Context: an optimization exercise on an open-source flow, tuned for small area, a short achievable clock period and few clock cycles per item. The choices shown serve that exercise and are no tape-out recipe. In this exercise RTL edits were held to simulation tests only and were not proved equivalent to the original. Power is estimated from default activity; no workload was simulated.

==> flow/design.v (excerpt) <==
module ospfb_top #(
  parameter int FFT_LEN = 32,
  parameter int DEC_FAC = 24,
  parameter int PTAPS   = 4,
  localparam int BR_W   = $clog2(FFT_LEN)
) (
  input  logic    clk,
  input  logic    rst_n,
  input  logic    in_valid,
  input  ospfb_pkg::sample_t in_data,
  output logic    in_ready,
  output logic    out_valid,
  output ospfb_pkg::out_t    out_data,
  output logic    out_last,
  output logic    out_sat,
  output logic    frame_start
);
Size in the first run: roughly 4900 cells after synthesis, roughly 2800 flip-flops, ~72000 um^2 of cells after synthesis.
clock: 9.0 ns
lec_check: 0
abc_clock_period_in_ps: 3000
cap_margin: 20
core_margin: 2
core_utilization: 55
cts_cluster_diameter: 150
cts_cluster_size: 28
slew_margin: 20
standard.sh (not shown) runs the stock make flow with config.mk's settings and CLKGATE_MAP_FILE= SYNTH_SCRIPT=/design/flow/synth_recipe.tcl, a recipe that flattens the netlist after the stock synthesis.
==> flow/flow/run.sh <==
#!/bin/bash
# Layout flow: the standard flow (standard.sh, unchanged synthesis) with
# two repair settings changed: timing repair aims below the clock period
# (a larger setup margin), and ports are buffered with buf_4 cells.
# make's full output goes to run_make.log in the work folder.
set -euo pipefail
cd "$(dirname "$0")/.."
MARGIN=${MARGIN:-5.9}
bash standard.sh \
  "SETUP_SLACK_MARGIN=${MARGIN}" \
  "BUFFER_PORTS_ARGS=-buffer_cell sky130_fd_sc_hd__buf_4" \
  finish > run_make.log 2>&1
test -f out/final.def
Testbench counts at the start, summed over its fixed seeds: cycles 12,528, items 12,288.
Then changed:
--- a/flow/config.mk
+++ b/flow/config.mk
@@ -11 +11 @@
-export CORE_UTILIZATION = 55
+export CORE_UTILIZATION = 40
=>
- clock-buffer cell count is lower by 4
- sequential share of layout area is lower by 0.68 points
- first-iteration DRC count is higher by a few percent
- wire length is higher slightly
- worst setup slack is worse by 17 ps
- power is higher slightly
- cell area is higher slightly
Then changed:
--- a/flow/config.mk
+++ b/flow/config.mk
@@ -11 +11 @@
-export CORE_UTILIZATION = 40
+export CORE_UTILIZATION = 45
Outcome: The new run completed with no timing, DRC or antenna violations. Setup slack improved by 31 ps. Die area falls by about 11%. Worst hold slack improves by 27 ps. Design area fell by 0.60%. Routed wire length fell by about 2.6%. Register-to-register slack gains 40 ps. Non-clock buffer count went down by 14. Critical path depth does not change. Total power drops by about 0.5%. Maximum frequency is higher by about 1%.
Then changed:
--- a/flow/config.mk
+++ b/flow/config.mk
@@ -8 +8 @@
-export ABC_CLOCK_PERIOD_IN_PS = 3000
+export ABC_CLOCK_PERIOD_IN_PS = 2500
The changed run went through all stages and came out clean.
Combinational power barely changes.
Clock-buffer cell count stays the same.
Worst setup slack does not change.
Power does not change.
Wire length is unchanged.
Then changed:
--- a/flow/config.mk
+++ b/flow/config.mk
@@ -8 +8 @@
-export ABC_CLOCK_PERIOD_IN_PS = 2500
+export ABC_CLOCK_PERIOD_IN_PS = 3000
@@ -11,0 +12 @@
+export CTS_BUF_LIST = sky130_fd_sc_hd__clkbuf_8 sky130_fd_sc_hd__clkbuf_16
Result:
- global-route usage stays the same
- clock power barely changes
- register-to-register slack is about the same
- cell area is about the same
- wire length barely changes
- non-clock buffer count stays the same
- count of clock-buffer cells in the layout drops by 14
- sequential share of layout area stays flat
- worst setup slack is about the same

* * *

ospfb_top, a different RTL version from the one above (not shown whole).
For scale: roughly 4900 cells after synthesis, ~2800 flip-flops.
clock: 9.0 ns
lec_check: 0
abc_clock_period_in_ps: 3000
cap_margin: 20
core_margin: 2
core_utilization: 45
cts_cluster_diameter: 150
cts_cluster_size: 28
slew_margin: 20
Scripts as last shown in full above: flow/flow/run.sh
Testbench counts at the start, summed over its fixed seeds: cycles 12,520, items 12,288.
Edit:
--- a/flow/flow/run.sh
+++ b/flow/flow/run.sh
@@ -6,5 +6,5 @@
 set -euo pipefail
 cd "$(dirname "$0")/.."
-MARGIN=${MARGIN:-5.9}
+MARGIN=${MARGIN:-6.0}
 bash standard.sh \
   "SETUP_SLACK_MARGIN=${MARGIN}" \
- CORE_UTILIZATION: 45 -> 40
=> Setup slack improves by 0.025 ns. Synthesized area stays the same. Fmax went up by 0.79%.
Edit:
--- a/flow/flow/run.sh
+++ b/flow/flow/run.sh
@@ -6,5 +6,5 @@
 set -euo pipefail
 cd "$(dirname "$0")/.."
-MARGIN=${MARGIN:-6.0}
+MARGIN=${MARGIN:-5.8}
 bash standard.sh \
   "SETUP_SLACK_MARGIN=${MARGIN}" \
Worst setup slack improves by 0.031 ns.
First-iteration DRC count drops by 3.8%.
Wire length falls by 1.0%.
Count of clock-buffer cells in the layout went down by 1.
Total power shrinks by 0.70%.
Cell area went down by 0.59%.
Edit:
--- a/flow/flow/run.sh
+++ b/flow/flow/run.sh
@@ -6,5 +6,5 @@
 set -euo pipefail
 cd "$(dirname "$0")/.."
-MARGIN=${MARGIN:-5.8}
+MARGIN=${MARGIN:-5.9}
 bash standard.sh \
   "SETUP_SLACK_MARGIN=${MARGIN}" \
Result:
- fmax went down by 0.64%
- sequential power hardly moves
- worst hold slack improved by 0.0042 ns
- first-iteration DRC count went up by 1.1%
- critical path depth does not change
- total power is higher by 0.38%
- worst setup slack loses 0.020 ns
Edit:
- CTS_CLUSTER_DIAMETER: 150 -> 100
What happened: The changed run passed the timing, DRC and antenna checks. Utilization went up by 0.10 points. Cell count barely changes. Combinational power is about the same. Hold slack hardly moves. Register-to-register slack is about the same. Setup slack got worse by 0.0065 ns.

[static timing again, ports no longer ideal]
No port has a modelled driver above. Below, the same layouts with a new extraction and two added sets of constraints. Step 1, drivers: a clkbuf_16 drives clk and a buf_2 each remaining input, both assumed. Step 2 times the ports against the registers' clock, not the clock port: input delays grow and output delays shrink by t, the midpoint of the rising clock arrivals with the driver on. Slacks: no drivers / after step 1 / after step 2; pairs: no drivers / after step 1.
run	shift t [ns]	setup WS [ns]	worst setup path at the end	worst slew at a driven data input, ns
the first run of note 1	0.805	5.908 / 5.839 / 5.802	input to register	0.03
the second run of note 1	0.835	5.891 / 5.818 / 5.760	input to register	0.04
the third run of note 1	0.803	5.923 / 5.848 / 5.788	input to register	0.03
the fourth run of note 1	0.803	5.923 / 5.848 / 5.788	input to register	0.03
the fifth run of note 1	0.803	5.921 / 5.846 / 5.789	input to register	0.03
the first run of note 2	0.816	5.830 / 5.757 / 5.480	input to register	0.07
the second run of note 2	0.841	5.855 / 5.781 / 5.519	input to register	0.05
the third run of note 2	0.825	5.886 / 5.812 / 5.529	input to register	0.05
the fourth run of note 2	0.833	5.866 / 5.790 / 5.533	input to register	0.06
the fifth run of note 2	0.837	5.859 / 5.783 / 5.518	input to register	0.06
After both steps setup and hold are still met in every run listed. For the third run of note 2, which loses most, drivers alone change the setup slack by -0.074 ns; drivers and shift together by -0.357 ns.
